This is an optimization exercise on Yosys and OpenROAD, whose aim is small area, a short achievable clock period and few clock cycles, not a production implementation.
In this exercise RTL edits were held to simulation tests only and were not proved equivalent to the original.

<file path="design.v">
`default_nettype none
package pcl_pkg;
  localparam int MAX_VERTS = 32;
  localparam int COORD_W   = 24;
  localparam logic [1:0] SIDE_LEFT   = 2'd0;
  localparam logic [1:0] SIDE_RIGHT  = 2'd1;
  localparam logic [1:0] SIDE_BOTTOM = 2'd2;
  localparam logic [1:0] SIDE_TOP    = 2'd3;
  localparam logic [1:0] CFG_LEFT   = 2'd0;
  localparam logic [1:0] CFG_BOTTOM = 2'd1;
  localparam logic [1:0] CFG_RIGHT  = 2'd2;
  localparam logic [1:0] CFG_TOP    = 2'd3;
  localparam logic signed [COORD_W-1:0] RST_LEFT   = 24'sd25600;
  localparam logic signed [COORD_W-1:0] RST_BOTTOM = 24'sd25600;
  localparam logic signed [COORD_W-1:0] RST_RIGHT  = 24'sd102400;
  localparam logic signed [COORD_W-1:0] RST_TOP    = 24'sd102400;
  localparam int DIV_K = 4;
  localparam int DIV_S = 24 / DIV_K;
endpackage
`default_nettype wire
`default_nettype none
module pcl_div #(
  parameter int PW = 8
) (
  input  wire logic          clk,
  input  wire logic          rst,
  input  wire logic          kill,       
  input  wire logic          kill_sel,
  input  wire logic          in_v,
  input  wire logic [23:0]   in_a,
  input  wire logic [23:0]   in_b,
  input  wire logic [23:0]   in_d,
  input  wire logic [PW-1:0] in_pl,
  output logic               out_v,
  output logic [23:0]        out_q,
  output logic [PW-1:0]      out_pl
);
  localparam int K = pcl_pkg::DIV_K;
  localparam int S = pcl_pkg::DIV_S;
  logic          m1_v;
  logic [35:0]   m1_pl_lo, m1_pl_hi;
  logic [23:0]   m1_d;
  logic [PW-1:0] m1_pl;
  logic          m2_v;
  logic [47:0]   m2_n;
  logic [23:0]   m2_d;
  logic [PW-1:0] m2_pl;
  logic          dv_v  [0:S-1];
  logic [23:0]   dv_r  [0:S-1];
  logic [23:0]   dv_nq [0:S-1];
  logic [23:0]   dv_d  [0:S-1];
  logic [PW-1:0] dv_pl [0:S-1];
  function automatic logic [47:0] div_steps(input logic [23:0] r, input logic [23:0] nq,
                                            input logic [23:0] d);
    logic [23:0] rr, qq;
    logic [24:0] t, s;
    rr = r;
    qq = nq;
    for (int k = 0; k < K; k++) begin
      t = {rr, qq[23]};
      s = t - {1'b0, d};
      if (!s[24]) begin
        rr = s[23:0];
        qq = {qq[22:0], 1'b1};
      end else begin
        rr = t[23:0];
        qq = {qq[22:0], 1'b0};
      end
    end
    div_steps = {rr, qq};
  endfunction
  always_ff @(posedge clk) begin
    m1_pl_lo <= in_a * in_b[11:0];
    m1_pl_hi <= in_a * in_b[23:12];
    m1_d     <= in_d;
    m1_pl    <= in_pl;
    m2_n     <= {12'd0, m1_pl_lo} + {m1_pl_hi, 12'd0};
    m2_d     <= m1_d;
    m2_pl    <= m1_pl;
    {dv_r[0], dv_nq[0]} <= div_steps(m2_n[47:24], m2_n[23:0], m2_d);
    dv_d[0]  <= m2_d;
    dv_pl[0] <= m2_pl;
    for (int j = 1; j < S; j++) begin
      {dv_r[j], dv_nq[j]} <= div_steps(dv_r[j-1], dv_nq[j-1], dv_d[j-1]);
      dv_d[j]  <= dv_d[j-1];
      dv_pl[j] <= dv_pl[j-1];
    end
  end
  always_ff @(posedge clk) begin
    if (rst) begin
      m1_v <= 1'b0;
      m2_v <= 1'b0;
      for (int j = 0; j < S; j++) dv_v[j] <= 1'b0;
    end else begin
      m1_v <= in_v;
      m2_v <= m1_v && !(kill && m1_pl[0] == kill_sel);
      dv_v[0] <= m2_v && !(kill && m2_pl[0] == kill_sel);
      for (int j = 1; j < S; j++)
        dv_v[j] <= dv_v[j-1] && !(kill && dv_pl[j-1][0] == kill_sel);
    end
  end
  assign out_v  = dv_v[S-1] && !(kill && dv_pl[S-1][0] == kill_sel);
  assign out_q  = dv_nq[S-1];
  assign out_pl = dv_pl[S-1];
endmodule
`default_nettype wire
`default_nettype none
module polygon_rect_clipper (
  input  wire logic        clk,
  input  wire logic        rst,
  input  wire logic        cfg_we,
  input  wire logic [1:0]  cfg_index,
  input  wire logic [23:0] cfg_data,
  input  wire logic        in_valid,
  output logic             in_ready,
  input  wire logic signed [23:0] vertex_x,
  input  wire logic signed [23:0] vertex_y,
  input  wire logic        final_vertex,
  output logic             out_valid,
  input  wire logic        out_ready,
  output logic signed [23:0] out_x,
  output logic signed [23:0] out_y,
  output logic             out_last,
  output logic             out_empty,
  output logic             out_overflow
);
  logic signed [23:0] win_l, win_b, win_r, win_t;
  always_ff @(posedge clk) begin
    if (rst) begin
      win_l <= pcl_pkg::RST_LEFT;
      win_b <= pcl_pkg::RST_BOTTOM;
      win_r <= pcl_pkg::RST_RIGHT;
      win_t <= pcl_pkg::RST_TOP;
    end else if (cfg_we) begin
      case (cfg_index)
        pcl_pkg::CFG_LEFT:   win_l <= cfg_data;
        pcl_pkg::CFG_BOTTOM: win_b <= cfg_data;
        pcl_pkg::CFG_RIGHT:  win_r <= cfg_data;
        default:             win_t <= cfg_data;
      endcase
    end
  end
  function automatic logic [23:0] edge_of(input logic [1:0] s,
                                          input logic [23:0] l, input logic [23:0] r,
                                          input logic [23:0] b, input logic [23:0] t);
    case (s)
      2'd0:    edge_of = l;
      2'd1:    edge_of = r;
      2'd2:    edge_of = b;
      default: edge_of = t;
    endcase
  endfunction
  localparam logic [2:0] ST_LOAD  = 3'd0;   
  localparam logic [2:0] ST_CLOSE = 3'd1;   
  localparam logic [2:0] ST_START = 3'd2;   
  localparam logic [2:0] ST_READ  = 3'd3;   
  logic [2:0]  st;
  logic [1:0]  side;
  logic        redo;          
  logic        abort_r;       
  logic [4:0]  rptr;
  logic [5:0]  rleft;
  logic        first_rd;
  logic        iv, iv_load;   
  logic [4:0]  caddr_r;
  logic [6:0]  cnt;           
  logic [5:0]  sig_val;
  logic        sig_found;
  logic [5:0]  p1cnt;         
  logic        ovf;
  logic        in_ready_r;
  logic [47:0] in_reg;
  logic        in_v, in_keep, in_first, in_fin;
  logic [47:0] prev, first;
  logic        pin;
  logic [4:0]  first_addr;
  logic [4:0]  a_start, a_sig, a_s0, b_start, b_sig, b_s0;
  logic [5:0]  a_n, b_n;
  logic [5:0]  a_wc, b_wc, a_prelo, b_prelo;
  logic        a_predone, b_predone;
  logic [4:0]  o_ptr, o_start, o_end;
  logic [5:0]  o_left;
  logic        o_emp, o_ovf;
  logic [47:0] mA0 [0:15];
  logic [47:0] mA1 [0:15];
  logic [47:0] mB0 [0:15];
  logic [47:0] mB1 [0:15];
  logic [4:0]  raddrA, raddrB;
  logic [47:0] rdA, rB, rdB;
  logic src_a, dst_b;
  assign src_a = side[0];
  assign dst_b = side[0];
  assign raddrA = rptr;
  assign raddrB = (o_left != '0) ? o_ptr : rptr;
  assign rB     = raddrB[0] ? mB1[raddrB[4:1]] : mB0[raddrB[4:1]];
  always_ff @(posedge clk) begin
    rdA <= raddrA[0] ? mA1[raddrA[4:1]] : mA0[raddrA[4:1]];
    rdB <= rB;
  end
  function automatic logic avail(input logic [4:0] ad, input logic [5:0] wc,
                                 input logic [5:0] prelo, input logic predone);
    if ({1'b0, ad} >= prelo) avail = predone;
    else avail = {1'b0, ad} < wc;
  endfunction
  logic availA_r, availB_r, availB_o;
  assign availA_r = avail(rptr, a_wc, a_prelo, a_predone);
  assign availB_r = avail(rptr, b_wc, b_prelo, b_predone);
  assign availB_o = avail(o_ptr, b_wc, b_prelo, b_predone);
  logic [4:0] l_start, l_sig, l_s0, l_end;
  logic [5:0] l_n;
  assign l_start = src_a ? a_start : b_start;
  assign l_sig   = src_a ? a_sig   : b_sig;
  assign l_s0    = src_a ? a_s0    : b_s0;
  assign l_n     = src_a ? a_n     : b_n;
  assign l_end   = l_start + l_n[4:0];
  function automatic logic [4:0] nxt(input logic [4:0] ad, input logic [4:0] st_,
                                     input logic [4:0] en_);
    nxt = (ad + 5'd1 == en_) ? st_ : ad + 5'd1;
  endfunction
  logic        op_v, op_load, op_close;
  logic [47:0] c;
  logic [4:0]  c_addr;
  logic        cin;
  always_comb begin
    op_v = 1'b0;
    op_load = 1'b0;
    op_close = 1'b0;
    c = src_a ? rdA : rdB;
    c_addr = caddr_r;
    case (st)
      ST_LOAD: begin
        op_v = in_v && in_keep;
        op_load = in_first;
        c = in_reg;
      end
      ST_CLOSE: begin
        op_v = 1'b1;
        op_close = 1'b1;
        c = first;
        c_addr = first_addr;
      end
      ST_READ: begin
        if (!abort_r) begin
          if (iv) begin
            op_v = 1'b1;
            op_load = iv_load;
          end else if (rleft == '0) begin
            op_v = 1'b1;
            op_close = 1'b1;
            c = first;
            c_addr = first_addr;
          end
        end
      end
      default: ;
    endcase
  end
  logic signed [23:0] cx, cy, px, py, ev;
  assign cx = c[47:24];
  assign cy = c[23:0];
  assign px = prev[47:24];
  assign py = prev[23:0];
  assign ev = edge_of(side, win_l, win_r, win_b, win_t);
  always_comb begin
    case (side)
      2'd0:    cin = cx >= win_l;
      2'd1:    cin = cx <= win_r;
      2'd2:    cin = cy >= win_b;
      default: cin = cy <= win_t;
    endcase
  end
  logic signed [23:0] pa, pb, ca, cb;
  logic signed [24:0] dA, dB, dD;
  logic [23:0] mA, mB, mD;
  logic        sgn;
  assign pa = side[1] ? py : px;
  assign pb = side[1] ? px : py;
  assign ca = side[1] ? cy : cx;
  assign cb = side[1] ? cx : cy;
  assign dA = $signed({ev[23], ev}) - $signed({pa[23], pa});
  assign dB = $signed({cb[23], cb}) - $signed({pb[23], pb});
  assign dD = $signed({ca[23], ca}) - $signed({pa[23], pa});
  assign mA = dA[24] ? 24'(-dA) : dA[23:0];
  assign mB = dB[24] ? 24'(-dB) : dB[23:0];
  assign mD = dD[24] ? 24'(-dD) : dD[23:0];
  assign sgn = dA[24] ^ dB[24] ^ dD[24];
  logic       hasX, hasC, pair;
  logic [1:0] g;
  logic [6:0] cnt_g;
  logic       ovf_fast, issue;
  logic [4:0] wa;
  logic       en0, en1, pre;
  assign pair  = op_v && !op_load;
  assign hasX  = pin ^ cin;
  assign hasC  = cin;
  assign g     = {1'b0, hasX} + {1'b0, hasC};
  assign cnt_g = cnt + {5'd0, g};
  assign ovf_fast = pair && (st == ST_READ) && !redo && (cnt_g > 7'd32);
  assign issue = pair && !ovf_fast && (g != 2'd0);
  assign pre   = (st == ST_CLOSE);
  always_comb begin
    if (pre) begin
      wa  = 5'(6'd32 - {4'd0, g});
      en0 = 1'b1;
      en1 = 1'b1;
    end else begin
      wa  = cnt[4:0];
      en0 = cnt < 7'd32;
      en1 = cnt < 7'd31;
    end
  end
  localparam int PW = 48 + 1 + 24 + 1 + 1 + 1 + 5 + 1 + 1 + 2 + 1;
  logic [PW-1:0] pl_in, pl_out;
  logic          x_v;
  logic [23:0]   x_q;
  logic          kill;
  assign pl_in = {c, sgn, pb, pre, en1, en0, wa, hasC, hasX, side, dst_b};
  assign kill  = abort_r;
  pcl_div #(.PW(PW)) u_div (
    .clk(clk), .rst(rst), .kill(kill), .kill_sel(dst_b),
    .in_v(issue), .in_a(mA), .in_b(mB), .in_d(mD), .in_pl(pl_in),
    .out_v(x_v), .out_q(x_q), .out_pl(pl_out));
  logic [47:0] w_c;
  logic        w_sgn, w_pre, w_en1, w_en0, w_hasC, w_hasX, w_dst;
  logic [23:0] w_base, w_res, w_e;
  logic [4:0]  w_wa, w_wa1;
  logic [1:0]  w_side;
  logic [47:0] w_x, w_e0, w_e1;
  logic        w_two;
  logic        w0_we, w1_we;        
  logic [3:0]  w0_row, w1_row;
  logic [47:0] w0_d, w1_d;
  logic [1:0]  w_nstream;
  assign {w_c, w_sgn, w_base, w_pre, w_en1, w_en0, w_wa, w_hasC, w_hasX, w_side, w_dst} = pl_out;
  assign w_e   = edge_of(w_side, win_l, win_r, win_b, win_t);
  assign w_res = w_base + (w_sgn ? 24'(-x_q) : x_q);
  assign w_x   = w_side[1] ? {w_res, w_e} : {w_e, w_res};
  assign w_e0  = w_hasX ? w_x : w_c;
  assign w_e1  = w_c;
  assign w_two = w_hasX && w_hasC;
  assign w_wa1 = w_wa + 5'd1;
  always_comb begin
    w0_we = 1'b0;
    w1_we = 1'b0;
    w0_row = w_wa[4:1];
    w1_row = w_wa[4:1];
    w0_d = w_e0;
    w1_d = w_e0;
    if (x_v) begin
      if (!w_wa[0]) begin
        w0_we = w_en0;
        w0_row = w_wa[4:1];
        w0_d = w_e0;
        w1_we = w_two && w_en1;
        w1_row = w_wa1[4:1];
        w1_d = w_e1;
      end else begin
        w1_we = w_en0;
        w1_row = w_wa[4:1];
        w1_d = w_e0;
        w0_we = w_two && w_en1;
        w0_row = w_wa1[4:1];
        w0_d = w_e1;
      end
    end
    w_nstream = w_pre ? 2'd0 : ({1'b0, w_en0} + {1'b0, w_two && w_en1});
  end
  always_ff @(posedge clk) begin
    if (w0_we && !w_dst) mA0[w0_row] <= w0_d;
    if (w1_we && !w_dst) mA1[w1_row] <= w1_d;
    if (w0_we &&  w_dst) mB0[w0_row] <= w0_d;
    if (w1_we &&  w_dst) mB1[w1_row] <= w1_d;
  end
  logic [6:0] t_tot;       
  logic [5:0] sig_now;     
  logic [5:0] n_out;
  logic       sig_hit;
  assign t_tot   = cnt_g;
  assign sig_hit = pair && (c_addr == l_sig) && !sig_found;
  assign sig_now = sig_hit ? cnt[5:0] : sig_val;
  assign n_out   = (t_tot > 7'd32) ? 6'd32 : t_tot[5:0];
  logic pass_done;      
  assign pass_done = (st == ST_READ) && op_close && !ovf_fast;
  logic [6:0] p1_tot;
  assign p1_tot = cnt + {5'd0, g};
  logic [4:0] l_prevsig;
  assign l_prevsig = (l_sig == l_start) ? l_end - 5'd1 : l_sig - 5'd1;
  always_ff @(posedge clk) begin
    if (rst) begin
      st         <= ST_LOAD;
      side       <= 2'd0;
      redo       <= 1'b0;
      abort_r    <= 1'b0;
      rleft      <= '0;
      first_rd   <= 1'b0;
      iv         <= 1'b0;
      cnt        <= '0;
      sig_found  <= 1'b0;
      p1cnt      <= '0;
      ovf        <= 1'b0;
      in_ready_r <= 1'b1;
      in_v       <= 1'b0;
      a_wc       <= '0;
      b_wc       <= '0;
      a_prelo    <= 6'd32;
      b_prelo    <= 6'd32;
      a_predone  <= 1'b0;
      b_predone  <= 1'b0;
      a_n        <= '0;
      b_n        <= '0;
      o_left     <= '0;
      o_emp      <= 1'b0;
      out_valid  <= 1'b0;
    end else begin
      abort_r <= ovf_fast;
      iv      <= 1'b0;
      if (x_v && !w_dst) begin
        a_wc <= a_wc + {4'd0, w_nstream};
        if (w_pre) a_predone <= 1'b1;
      end
      if (x_v && w_dst) begin
        b_wc <= b_wc + {4'd0, w_nstream};
        if (w_pre) b_predone <= 1'b1;
      end
      if (op_v) begin
        prev <= c;
        pin  <= cin;
        if (op_load) begin
          first      <= c;
          first_addr <= c_addr;
        end
      end
      if (pair && !ovf_fast) begin
        cnt <= cnt_g;
        if (sig_hit) begin
          sig_val   <= cnt[5:0];
          sig_found <= 1'b1;
        end
      end
      in_v <= 1'b0;
      if (in_valid && in_ready_r) begin
        in_reg   <= {vertex_x, vertex_y};
        in_v     <= 1'b1;
        in_keep  <= p1cnt < 6'd32;
        in_first <= p1cnt == 6'd0;
        in_fin   <= final_vertex;
        if (p1cnt < 6'd32) p1cnt <= p1cnt + 6'd1;
        else ovf <= 1'b1;
        if (final_vertex) in_ready_r <= 1'b0;
      end
      case (st)
        ST_LOAD: begin
          if (in_v && in_fin) st <= ST_CLOSE;
        end
        ST_CLOSE: begin
          a_start <= 5'(6'd32 - {4'd0, g});
          a_sig   <= 5'(6'd32 - {4'd0, g});
          a_n     <= (p1_tot > 7'd32) ? 6'd32 : p1_tot[5:0];
          a_s0    <= (cnt != '0) ? 5'd0 : 5'(6'd32 - {4'd0, g});
          if (g != 2'd0) a_prelo <= 6'd32 - {4'd0, g};
          side    <= 2'd1;
          st      <= ST_START;
        end
        ST_START: begin
          if (!(side == 2'd1 && o_left != '0)) begin
            rptr      <= l_s0;
            rleft     <= l_n;
            first_rd  <= 1'b1;
            cnt       <= '0;
            sig_found <= 1'b0;
            redo      <= 1'b0;
            if (dst_b) begin
              b_wc <= '0; b_prelo <= 6'd32; b_predone <= 1'b0;
            end else begin
              a_wc <= '0; a_prelo <= 6'd32; a_predone <= 1'b0;
            end
            if (l_n == '0) begin
              if (dst_b) b_n <= '0; else a_n <= '0;
              if (side == 2'd3) begin
                o_emp      <= 1'b1;
                o_ovf      <= ovf;
                st         <= ST_LOAD;
                side       <= 2'd0;
                cnt        <= '0;
                p1cnt      <= '0;
                ovf        <= 1'b0;
                in_ready_r <= 1'b1;
                a_wc <= '0; a_prelo <= 6'd32; a_predone <= 1'b0;
              end else begin
                side <= side + 2'd1;
              end
            end else begin
              st <= ST_READ;
            end
          end
        end
        ST_READ: begin
          if (abort_r) begin
            rptr      <= l_prevsig;
            rleft     <= l_n;
            first_rd  <= 1'b1;
            cnt       <= '0;
            sig_found <= 1'b0;
            redo      <= 1'b1;
            if (dst_b) b_wc <= '0; else a_wc <= '0;
          end else if (pass_done) begin
            if (dst_b) begin
              b_start <= 5'd0;
              b_s0    <= 5'd0;
              b_n     <= n_out;
              b_sig   <= (redo || sig_now >= {1'b0, t_tot[5:0]}) ? 5'd0 : sig_now[4:0];
            end else begin
              a_start <= 5'd0;
              a_s0    <= 5'd0;
              a_n     <= n_out;
              a_sig   <= (redo || sig_now >= {1'b0, t_tot[5:0]}) ? 5'd0 : sig_now[4:0];
            end
            if (side == 2'd3) begin
              o_ovf   <= ovf;
              o_start <= 5'd0;
              o_end   <= n_out[4:0];
              if (n_out == '0) o_emp <= 1'b1;
              else begin
                o_left <= n_out;
                o_ptr  <= (redo || sig_now >= {1'b0, t_tot[5:0]}) ? 5'd0 : sig_now[4:0];
              end
              st         <= ST_LOAD;
              side       <= 2'd0;
              cnt        <= '0;
              p1cnt      <= '0;
              ovf        <= 1'b0;
              in_ready_r <= 1'b1;
              a_wc <= '0; a_prelo <= 6'd32; a_predone <= 1'b0;
            end else begin
              side <= side + 2'd1;
              st   <= ST_START;
            end
          end else if (rleft != '0 && (src_a ? availA_r : availB_r)) begin
            rptr     <= nxt(rptr, l_start, l_end);
            rleft    <= rleft - 6'd1;
            iv       <= 1'b1;
            iv_load  <= first_rd;
            caddr_r  <= rptr;
            first_rd <= 1'b0;
          end
        end
        default: st <= ST_LOAD;
      endcase
      if (o_emp && (!out_valid || out_ready)) begin
        out_x        <= '0;
        out_y        <= '0;
        out_last     <= 1'b1;
        out_empty    <= 1'b1;
        out_overflow <= o_ovf;
        out_valid    <= 1'b1;
        o_emp        <= 1'b0;
      end else if (o_left != '0 && availB_o && (!out_valid || out_ready)) begin
        out_x        <= rB[47:24];
        out_y        <= rB[23:0];
        out_last     <= o_left == 6'd1;
        out_empty    <= 1'b0;
        out_overflow <= o_ovf;
        out_valid    <= 1'b1;
        o_ptr        <= nxt(o_ptr, o_start, o_end);
        o_left       <= o_left - 6'd1;
      end else if (out_ready) begin
        out_valid <= 1'b0;
      end
    end
  end
  assign in_ready = in_ready_r;
endmodule
`default_nettype wire
</file>
<file path="run.sh">
#!/bin/bash
# synth_recipe.tcl (not shown) runs the flow's synth.tcl, then flattens the netlist and writes it again
# the make line also repeats each setting of config.mk as NAME=value (left out here)
make -C /OpenROAD-flow-scripts/flow DESIGN_CONFIG=/design/flow/config.mk WORK_HOME=/design/flow/orfs CLKGATE_MAP_FILE= SYNTH_SCRIPT=/design/flow/synth_recipe.tcl finish
</file>
<file path="config.mk">
export PLATFORM = sky130hd
export DESIGN_NAME = polygon_rect_clipper
export DESIGN_NICKNAME = polygon_rect_clipper
export VERILOG_FILES = /design/flow/design.v
export SDC_FILE = /design/flow/constraint.sdc
export NUM_CORES = 4
export LEC_CHECK = 0
export CAP_MARGIN = 20
export CORE_MARGIN = 2
export CORE_UTILIZATION = 40
export SLEW_MARGIN = 20
</file>
<file path="constraint.sdc">
create_clock -name core_clock -period 13.0 [get_ports {clk}]
set_input_delay 2.6000 -clock core_clock [delete_from_list [all_inputs] [get_ports {clk}]]
set_output_delay 2.6000 -clock core_clock [all_outputs]
set_load 0.01 [all_outputs]
</file>
==> impl_metrics.tcl <==
set metrics [dict create \
    slew-limit-headroom_pct 15.1 \
    ctsHtreeMaxLevel 5 \
    rsz0062_at_grt "false" \
    netlist.area_leader.share_pct 43.7 \
    port_buffers 132 \
    yosysWarnings 7 \
    place_congestion 0.946 \
    reg2reg_from "u_div.dv_d[0][18]" \
    fin_skew_ps 139 \
    cts_sinks 4826 \
    grt_start_max_net_pins 172 \
    synth.yosys.seq_area_share_pct 56.9 \
    period_share_pct 94.5 \
    finalWirelength_um 716000 \
    place_area_um2 242000 \
    cts_root_buf "clkbuf_16" \
    grt-ovfl-total 0 \
    synth_area_um2 228000 \
    die_h_um 759 \
    fin_ws_ps 717 \
    mostFrequentLayoutCells "edfxtp_1, nand2_1, dfxtp_1" \
    min_delay_path_depth 0 \
    die_area_um2 577000 \
    grt_antenna_before_repair 99 \
    yosys.area.top_type "edfxtp_1" \
    drive_gt1_share_pct 12.1 \
    finalInstanceArea_um2 258000 \
    syn_nets 20400 \
    slowest_delay_ps 630 \
    vias_per_cell 5.68 \
    grt_use_total_pct 24.0 \
    finalHoldViolCount 0 \
    cp_num_buf_inv 8 \
    setup-tns-final_ps 0 \
    nNetsFinal 20800 \
    slowest_stage "or4b_2" \
    crit_path_start_kind "register" \
    area_delta_synth_final_pct 13.2 \
    worst-r2r-setup-slack_ps 720 \
    arrival_ps 13230 \
    whs_endpoint "u_div.dv_pl[5][73]" \
    core_region_area_um2 569000 \
    path_clk_slew_ps 60 \
    cp.required_ps 13950 \
    place_ws_ps -9.23 \
    status "finished clean" \
    drtIter0Drc 17800 \
    hold_class "register to register" \
    period_minus_slack_ps 12280 \
    cp-end-kind "register" \
    vias 155000 \
    avgSynthCellArea_um2 12.1 \
    mostFrequentLayoutCell "edfxtp_1" \
    initial_utilization_pct 40.1 \
    cap_violations 0 \
    min-delay-start "u_div.dv_pl[4][73]" \
    syn_inst 18900 \
    finalMaxSlewViolations 0 \
    worst_slew_pin_slew_ps 1260 \
    clk_path_buf_depth 4 \
    synth-edff-count 3320 \
    wl_per_cell_um 26.3 \
    clock_latency_ps 1140 \
    die_width_um 759 \
    grt_pass1_wl_um 1030000 \
    clock.fmax_mhz 81.4 \
    cts_tree "built" \
    setup_viol 0 \
    synth-seq-cells 4826 \
    rr_worst_depth 53 \
    cp_max_fo 25 \
    io_pins 133 \
    first_pass_iters 7 \
    nFillCells 50900 \
    drc 0 \
    r2r_end "u_div.dv_r[1][13]" \
    synth_area_leaders "edfxtp_1, dfxtp_1, ha_1" \
    numCtsBuffers 482 \
    grt_pass1_vias 146000 \
    synthFlopType "edfxtp_1" \
    postRouteAntennaNets 0 \
    rows 277 \
    crit_type "register to register" \
    synth_cell_type_count 96 \
    ys_async_sr_fraction_pct 0 \
    hpwl_um 483000 \
    cp_top_family "compound AO/OA/AOI/OAI gates" \
]
## cells by family (layout without fill, tap and decap cells)
group / Yosys count / in the layout / share of synthesized area (%)
xor gates and xnor gates: 788 / 789 / 3.03
buffers and inverters: 1948 / 2735 / 3.23
DFF: 4826 / 4826 / 56.9
and+or+nand+nor: 5641 / 5641 / 10.9
AOI/OAI and AO/OA: 3338 / 3338 / 9.79
adders and majority gates: 1468 / 1468 / 9.60
muxes: 860 / 860 / 6.51
other: 0 / 39 / 0
## cells in the mapped netlist (479+ instances only)
cell type and instances:
nand2_1 2876, mux4_2 480, dfxtp_1 1506, nand3_1 566, o21ai_0 592, clkbuf_1 724, edfxtp_1 3320, xnor2_1 479
ha_1 996, nor2_1 965, inv_1 1100, a21oi_1 800
## repair_timing
action                                 in CTS  in global routing
endpoints found under the hold margin       0                  0
hold buffers                                0                  0
cloned                                      0                  3
pin swaps                                   0                 14
resized for setup                           3                 99
setup endpoints to repair                  26                143
buffers inserted                            0                 12
## final cells by class
| class | count | area [um^2] | share of cell area, % |
|---|---|---|---|
| Antenna cell | 39 | 97.6 | 0.0378 |
| Clock buffer | 655 | 13600 | 5.25 |
| Clock inverter | 254 | 2530 | 0.978 |
| Inverter | 1110 | 4170 | 1.61 |
| Multi-Input combinational cell | 12100 | 92700 | 35.9 |
| Sequential cell | 4826 | 130000 | 50.3 |
| Tap cell | 7533 | 9430 | 3.65 |
| Timing Repair Buffer | 716 | 6000 | 2.32 |
## layer usage
metal | global-route usage [%] | part of all wire [%]
met2 | 35.5 | 43
met5 | 0 | 0.014
met3 | 5.06 | 10
met1 | 35.3 | 44
met4 | 7.35 | 3.3
## how the worst max path moves through the flow
stage                     depth (start not counted)                 to               from
after floorplan                                  59  u_div.dv_r[4][12]   u_div.dv_d[3][1]
after global placement                           55  u_div.dv_r[3][12]   u_div.dv_d[2][0]
after detailed placement                         54  u_div.dv_r[3][19]   u_div.dv_d[2][0]
after CTS                                        51  u_div.dv_nq[5][0]   u_div.dv_d[4][4]
after global routing                             57  u_div.dv_r[4][22]   u_div.dv_d[3][0]
final                                            53  u_div.dv_r[1][13]  u_div.dv_d[0][18]
## stage by stage
step / hold slack (ps) / util, % / std cells
floorplan: 310 / - / 18900
global placement: 310 / 42.5 / 26300
detailed placement: 312 / 42.5 / 26300
CTS: 258 / 45.3 / 27200
global route: 280 / 45.4 / 27200
finish: 266 / 45.4 / 27200
Testbench counts, summed over its fixed seeds: cycles 57,023.

afterwards: timing with drivers on the ports:
How much do the figures lean on ideal ports? The routed layout below was timed once more, with nothing changed but the port constraints. Step 1 sets driving cells, clkbuf_16 on the clock port and buf_2 on the other inputs (assumed; they add their load-dependent delay and slew). Step 2 adds t to the input delays and takes it off the output delays; t is the mean of the earliest and latest rising clock arrival at the registers after step 1. Input paths then give back, and output paths get back, about the clock's delay inside the block. a / b / c = ideal ports / drivers / drivers and shift; a / b = the first two.
t, ns: 1.177
slack for setup (ns): 0.717 / 0.717 / 0.717
worst hold slack (ns): 0.266 / 0.266 / 0.266
cell pins on the clock port's net: 1
After both steps this run still meets setup and hold. For this run, drivers alone change the setup slack by 0.000 ns; drivers and shift together by 0.000 ns.
